This is an optimization exercise on Yosys and OpenROAD, whose aim is small area and a short achievable clock period, not a production implementation.
Where RTL was checked, it was by simulation tests only, not by an equivalence proof against the original.
Power is estimated from default activity; no workload was simulated.

==> flow/design.v (excerpt) <==
module pwl_transform_engine (
  input  logic        clock,
  input  logic        rst_n,
  input  logic        tbl_wr,
  input  logic [3:0]  tbl_addr,
  input  logic [11:0] tbl_m,
  input  logic [11:0] tbl_c,
  input  logic        cal_begin,
  output logic        cal_busy,
  output logic        cal_valid,
  input  logic        in_valid,
  input  logic [11:0] indata,
  output logic        out_valid,
  output logic [11:0] outdata
);
Size in the first run: roughly 6000 cells after synthesis, ~1400 flip-flops, ~60 I/O pins.
clock: 10.0 ns
lec_check: 0
abc_area: 1
cap_margin: 20
core_margin: 2
core_utilization: 60
slew_margin: 20
standard.sh (not shown) runs the stock make flow with config.mk's settings and CLKGATE_MAP_FILE= SYNTH_SCRIPT=/design/flow/synth_recipe.tcl, a recipe that flattens the netlist after the stock synthesis.
==> flow/flow/run.sh <==
#!/bin/bash
# The standard layout (standard.sh: unchanged synthesis and ORFS steps) with two changes
# to how the layout is made, both set on make's command line:
# - SETUP_SLACK_MARGIN (flow/margin.txt): ORFS's timing repair aims for this much setup slack
#   at the design's clock period;
# - CTS_ARGS (flow/cts_args.txt): clock tree synthesis options (no dummy loads, buffer list).
# make's full output goes to flow_make.log here; ORFS keeps each step's log under orfs/logs/.
set -euo pipefail
MARGIN=$(cat flow/margin.txt)
CTS=$(cat flow/cts_args.txt)
sed "s|^make -C|make SETUP_SLACK_MARGIN=$MARGIN 'CTS_ARGS=$CTS' -C|" standard.sh > standard_own.sh
bash standard_own.sh > flow_make.log 2>&1
==> flow/flow/cts_args.txt <==
-sink_clustering_enable -repair_clock_nets -dont_use_dummy_load -buf_list sky130_fd_sc_hd__clkbuf_8
==> flow/flow/margin.txt <==
6.5
The baseline completed with no timing, DRC or antenna violations.
Change:
==> flow/flow/run.sh (replaced) <==
#!/bin/bash
# The standard layout (standard.sh: unchanged synthesis and ORFS steps) with two changes
# to how the layout is made, both set on make's command line:
# - SETUP_SLACK_MARGIN (from flow/margin.txt): ORFS's timing repair aims for this much setup
#   slack at the design's clock period;
# - CTS_ARGS: clock tree synthesis as ORFS runs it, without dummy loads.
# make's full output goes to flow_make.log here; ORFS keeps each step's log under orfs/logs/.
set -euo pipefail
MARGIN=$(cat flow/margin.txt)
CTS="-sink_clustering_enable -repair_clock_nets -dont_use_dummy_load"
sed "s|^make -C|make SETUP_SLACK_MARGIN=$MARGIN 'CTS_ARGS=$CTS' -C|" standard.sh > standard_own.sh
bash standard_own.sh > flow_make.log 2>&1
==> flow/flow/margin.txt (replaced) <==
6.2
--- a/flow/config.mk
+++ b/flow/config.mk
@@ -6,5 +6,4 @@
 export NUM_CORES = 4
 export LEC_CHECK = 0
-export ABC_AREA = 1
 export CAP_MARGIN = 20
 export CORE_MARGIN = 2
removed: flow/flow/cts_args.txt
Cell count went down by 20%.
Power went up by 18%.
Cell area went down by 1.2%.
Change:
==> flow/flow/run.sh (replaced) <==
#!/bin/bash
# The standard layout (standard.sh: unchanged synthesis and ORFS steps) with two changes
# to how the layout is made, both set on make's command line:
# - SETUP_SLACK_MARGIN (flow/margin.txt): ORFS's timing repair aims for this much setup slack
#   at the design's clock period;
# - CTS_ARGS (flow/cts_args.txt): clock tree synthesis options (no dummy loads, buffer list).
# make's full output goes to flow_make.log here; ORFS keeps each step's log under orfs/logs/.
set -euo pipefail
MARGIN=$(cat flow/margin.txt)
CTS=$(cat flow/cts_args.txt)
sed "s|^make -C|make SETUP_SLACK_MARGIN=$MARGIN 'CTS_ARGS=$CTS' -C|" standard.sh > standard_own.sh
bash standard_own.sh > flow_make.log 2>&1
==> flow/flow/cts_args.txt (new file) <==
-sink_clustering_enable -repair_clock_nets -dont_use_dummy_load -buf_list sky130_fd_sc_hd__clkbuf_8
==> flow/flow/margin.txt (replaced) <==
5.9
Combinational power falls by roughly a tenth; wire length barely changes; clock power falls by roughly a tenth; final cell count hardly moves; global-route usage rises by 0.44 points; hold slack is worse by 0.035 ns; clock-buffer cell count rises by 72.
Change:
==> flow/flow/margin.txt (replaced) <==
6.3
--- a/flow/config.mk
+++ b/flow/config.mk
@@ -6,4 +6,5 @@
 export NUM_CORES = 4
 export LEC_CHECK = 0
+export ABC_AREA = 1
 export CAP_MARGIN = 20
 export CORE_MARGIN = 2
The changed run produced a clean layout.
Wire length came out higher by 7.5%.
Total power came out lower by 9.7%.
Synthesized cell count came out higher by 29%.
Hold slack loses 0.010 ns.
Worst setup slack gains 0.58 ns.
Cell area came out higher by 2.7%.
Final cell count came out higher by 24%.
Clock-buffer cell count came out higher by 2.
Clock power came out higher by about 1%.
Die area came out higher by 2.7%.
Synthesized area came out higher by 2.7%.

---

== try-ember ==
pwl_transform_engine, a different RTL version from the one above (not shown whole).
Size: roughly 4600 cells after synthesis, ~1300 flip-flops, ~55000 um2 of cells after synthesis.
==> flow/design.v (excerpt) <==
module pwl_transform_engine (
  input  logic        clock,
  input  logic        rst_n,
  input  logic        tbl_wr,
  input  logic [3:0]  tbl_addr,
  input  logic [11:0] tbl_m,
  input  logic [11:0] tbl_c,
  input  logic        cal_begin,
  output logic        cal_busy,
  output logic        cal_valid,
  input  logic        in_valid,
  input  logic [11:0] indata,
  output logic        out_valid,
  output logic [11:0] outdata
);
==> flow/config.mk <==
export PLATFORM = sky130hd
export DESIGN_NAME = pwl_transform_engine
export DESIGN_NICKNAME = pwl_transform_engine
export VERILOG_FILES = /design/flow/design.v
export SDC_FILE = /design/flow/constraint.sdc
export NUM_CORES = 4
export LEC_CHECK = 0
export CAP_MARGIN = 20
export CORE_MARGIN = 2
export CORE_UTILIZATION = 60
export CTS_BUF_LIST = sky130_fd_sc_hd__clkbuf_4 sky130_fd_sc_hd__clkbuf_8
export SETUP_SLACK_MARGIN = 5
export SLEW_MARGIN = 20
==> flow/constraint.sdc <==
create_clock -name core_clock -period 10.0 [get_ports {clock}]
set_input_delay 2.0000 -clock core_clock [delete_from_list [all_inputs] [get_ports {clock}]]
set_output_delay 2.0000 -clock core_clock [all_outputs]
set_load 0.01 [all_outputs]
run.sh (not shown) runs the stock make flow with config.mk's settings and CLKGATE_MAP_FILE= SYNTH_SCRIPT=/design/flow/synth_recipe.tcl, a recipe that flattens the netlist after the stock synthesis.
Stock flow here: none of the scripts above is used.
The following lists how try-lagoon was set up differently from try-ember:
- removing SETUP_SLACK_MARGIN (formerly 5)
- removing CTS_BUF_LIST (formerly sky130_fd_sc_hd__clkbuf_4 sky130_fd_sc_hd__clkbuf_8)
==> flow/flow/run.sh (new file) <==
#!/bin/bash
# The standard layout (standard.sh: unchanged synthesis and ORFS steps) with two changes
# to how the layout is made, both set on make's command line:
# - SETUP_SLACK_MARGIN (from flow/margin.txt): ORFS's timing repair aims for this much setup
#   slack at the design's clock period;
# - CTS_ARGS: clock tree synthesis as ORFS runs it, without dummy loads.
# make's full output goes to flow_make.log here; ORFS keeps each step's log under orfs/logs/.
set -euo pipefail
MARGIN=$(cat flow/margin.txt)
CTS="-sink_clustering_enable -repair_clock_nets -dont_use_dummy_load"
sed "s|^make -C|make SETUP_SLACK_MARGIN=$MARGIN 'CTS_ARGS=$CTS' -C|" standard.sh > standard_own.sh
bash standard_own.sh > flow_make.log 2>&1
==> flow/flow/margin.txt (new file) <==
6.3
==> flow/standard.sh (new file) <==
#!/bin/bash
# synth_recipe.tcl (not shown) runs the flow's synth.tcl, then flattens the netlist and writes it again
# the make line also repeats each setting of config.mk as NAME=value (left out here)
make -C /OpenROAD-flow-scripts/flow DESIGN_CONFIG=/design/flow/config.mk WORK_HOME=/design/flow/orfs CLKGATE_MAP_FILE= SYNTH_SCRIPT=/design/flow/synth_recipe.tcl "${@:-finish}"
removed: flow/run.sh
In try-lagoon, the total cell area at the placement stage came out 0.44% above the value in try-ember.
Comparing try-ember and try-lagoon, the lower post-synthesis to final-layout area growth is on try-ember.
[compare] base=try-ember new=try-lagoon: worst setup slack went up by 420 ps; number of buffers added for setup after CTS rose by 185; met2 usage now sits higher; part of the total power dissipated in the clock network saw a decrease.
--- input diff try-lagoon..try-tundra ---
- SETUP_SLACK_MARGIN now 5, previously not set
==> flow/run.sh (new file) <==
#!/bin/bash
# synth_recipe.tcl (not shown) runs the flow's synth.tcl, then flattens the netlist and writes it again
# the make line also repeats each setting of config.mk as NAME=value (left out here)
make -C /OpenROAD-flow-scripts/flow DESIGN_CONFIG=/design/flow/config.mk WORK_HOME=/design/flow/orfs CLKGATE_MAP_FILE= SYNTH_SCRIPT=/design/flow/synth_recipe.tcl finish
removed: flow/flow/run.sh
removed: flow/flow/margin.txt
removed: flow/standard.sh
Notes after the runs:
The run showing the greater post-synthesis to final-layout area growth is try-lagoon. Having completed the whole flow, try-tundra delivered a layout that passed the timing, DRC and antenna checks. try-tundra vs. try-lagoon: worst slack at placement saw a decrease, number of vias per cell down 1.7%, final cell count fell 2.6%, sequential cell fraction of total power dropped 1.7 points.
No run of this note included a check of the RTL's function; only the layout flow was run.

---

Setup of raven:
Another version of the RTL of pwl_transform_engine (not shown whole).
For scale: roughly 5300 cells after synthesis, roughly 1400 flip-flops, roughly 60 I/O pins, about 57000 sq um of cells after synthesis.
Settings: LEC_CHECK=0, ABC_AREA=1, CAP_MARGIN=20, CORE_MARGIN=2, CORE_UTILIZATION=60, SLEW_MARGIN=20; clock period 10.0 ns.
standard.sh (not shown) runs the stock make flow with config.mk's settings and CLKGATE_MAP_FILE= SYNTH_SCRIPT=/design/flow/synth_recipe.tcl, a recipe that flattens the netlist after the stock synthesis.
==> flow/flow/run.sh <==
#!/bin/bash
# The standard layout (standard.sh: unchanged synthesis and ORFS steps) with two changes
# to how the layout is made, both set on make's command line:
# - SETUP_SLACK_MARGIN (flow/margin.txt): ORFS's timing repair aims for this much setup slack
#   at the design's clock period;
# - CTS_ARGS (flow/cts_args.txt): clock tree synthesis options (no dummy loads, buffer list).
# make's full output goes to flow_make.log here; ORFS keeps each step's log under orfs/logs/.
set -euo pipefail
MARGIN=$(cat flow/margin.txt)
CTS=$(cat flow/cts_args.txt)
sed "s|^make -C|make SETUP_SLACK_MARGIN=$MARGIN 'CTS_ARGS=$CTS' -C|" standard.sh > standard_own.sh
bash standard_own.sh > flow_make.log 2>&1
==> flow/flow/cts_args.txt <==
-sink_clustering_enable -repair_clock_nets -dont_use_dummy_load -buf_list sky130_fd_sc_hd__clkbuf_8
==> flow/flow/margin.txt <==
6.4
[inputs] ember vs raven
==> flow/flow/margin.txt <==
6.5
### Flow results
Summary of ember over raven: final core utilization rose by 1.1 points, time the worst path needs with I/O delays and setup -0.17 ns, worst setup slack up 0.17 ns, number of instances resized during post-cts repair up 38%. Worst setup path endpoint = r2_q[8]: raven; worst setup path endpoint = cal_busy: ember. raven and ember ended up with roughly the same total power. ember vs raven, period utilization went down by 1.7 points.
diff inputs: ember => sierra
==> flow/flow/margin.txt <==
6.6
--- outcome ---
Per the final summary, sierra finished and its layout is clean on timing, DRC and antenna. The core of sierra is more densely filled than that of ember. As far as half-perimeter wire length after placement is concerned, sierra and ember perform about the same. Delta (sierra minus ember): non-clock inverter total of the final layout ~0 delta; final setup skew shows a reduction of 0.015 ns; setup slack after layout fell 0.066 ns; area added between synthesis and finish now sits higher; routed length on met1 went up. On clock sink count, sierra tracks ember almost exactly. Non-clock buffer count delta for sierra relative to ember: 38 higher.

-- separate check: timing with driven ports --
The flow's constraints put no driver on any port. The routed layouts listed below were extracted and timed again, unchanged, in two steps. Step 1 sets driving cells, clkbuf_16 on the clock port and buf_2 on the other inputs (assumed; they add their load-dependent delay and slew). Step 2, shift: input delay + t, output delay - t, t = (earliest + latest rising clock arrival at the registers) / 2. This alone moves slack from input paths to output paths. a / b / c = ideal / step 1 / step 2; a / b = the first two.
| run | t, ns | setup slack, ns | worst setup path after step 2 | slew at the worst register clock pin (ns) | worst data-port slew with drivers (ns) |
|---|---|---|---|---|---|
| the first run of note 1 | 0.982 | 6.420 / 6.420 / 5.524 | input to register | 0.07 / 0.07 | 0.11 |
| the second run of note 1 | 0.799 | 5.665 / 5.653 / 4.854 | input to register | 0.07 / 0.07 | 0.17 |
| the third run of note 1 | 0.947 | 5.692 / 5.653 / 4.706 | input to register | 0.07 / 0.07 | 0.16 |
| the fourth run of note 1 | 0.935 | 6.275 / 6.283 / 5.392 | input to register | 0.07 / 0.07 | 0.10 |
| try-ember | 0.974 | 5.131 / 5.131 / 4.208 | input to register | 0.07 / 0.07 | 0.09 |
| try-lagoon | 0.809 | 5.551 / 5.610 / 4.801 | input to register | 0.07 / 0.07 | 0.08 |
| try-tundra | 0.833 | 5.061 / 5.103 / 4.282 | input to register | 0.07 / 0.07 | 0.09 |
| raven | 0.901 | 6.320 / 6.320 / 5.628 | input to register | 0.07 / 0.07 | 0.06 |
| ember | 0.932 | 6.485 / 6.416 / 5.670 | input to register | 0.07 / 0.07 | 0.09 |
| sierra | 0.934 | 6.419 / 6.419 / 5.733 | input to register | 0.07 / 0.07 | 0.09 |
After both steps setup and hold are still met in every run listed. For the third run of note 1, which loses most, drivers alone change the setup slack by -0.039 ns; drivers and shift together by -0.986 ns.
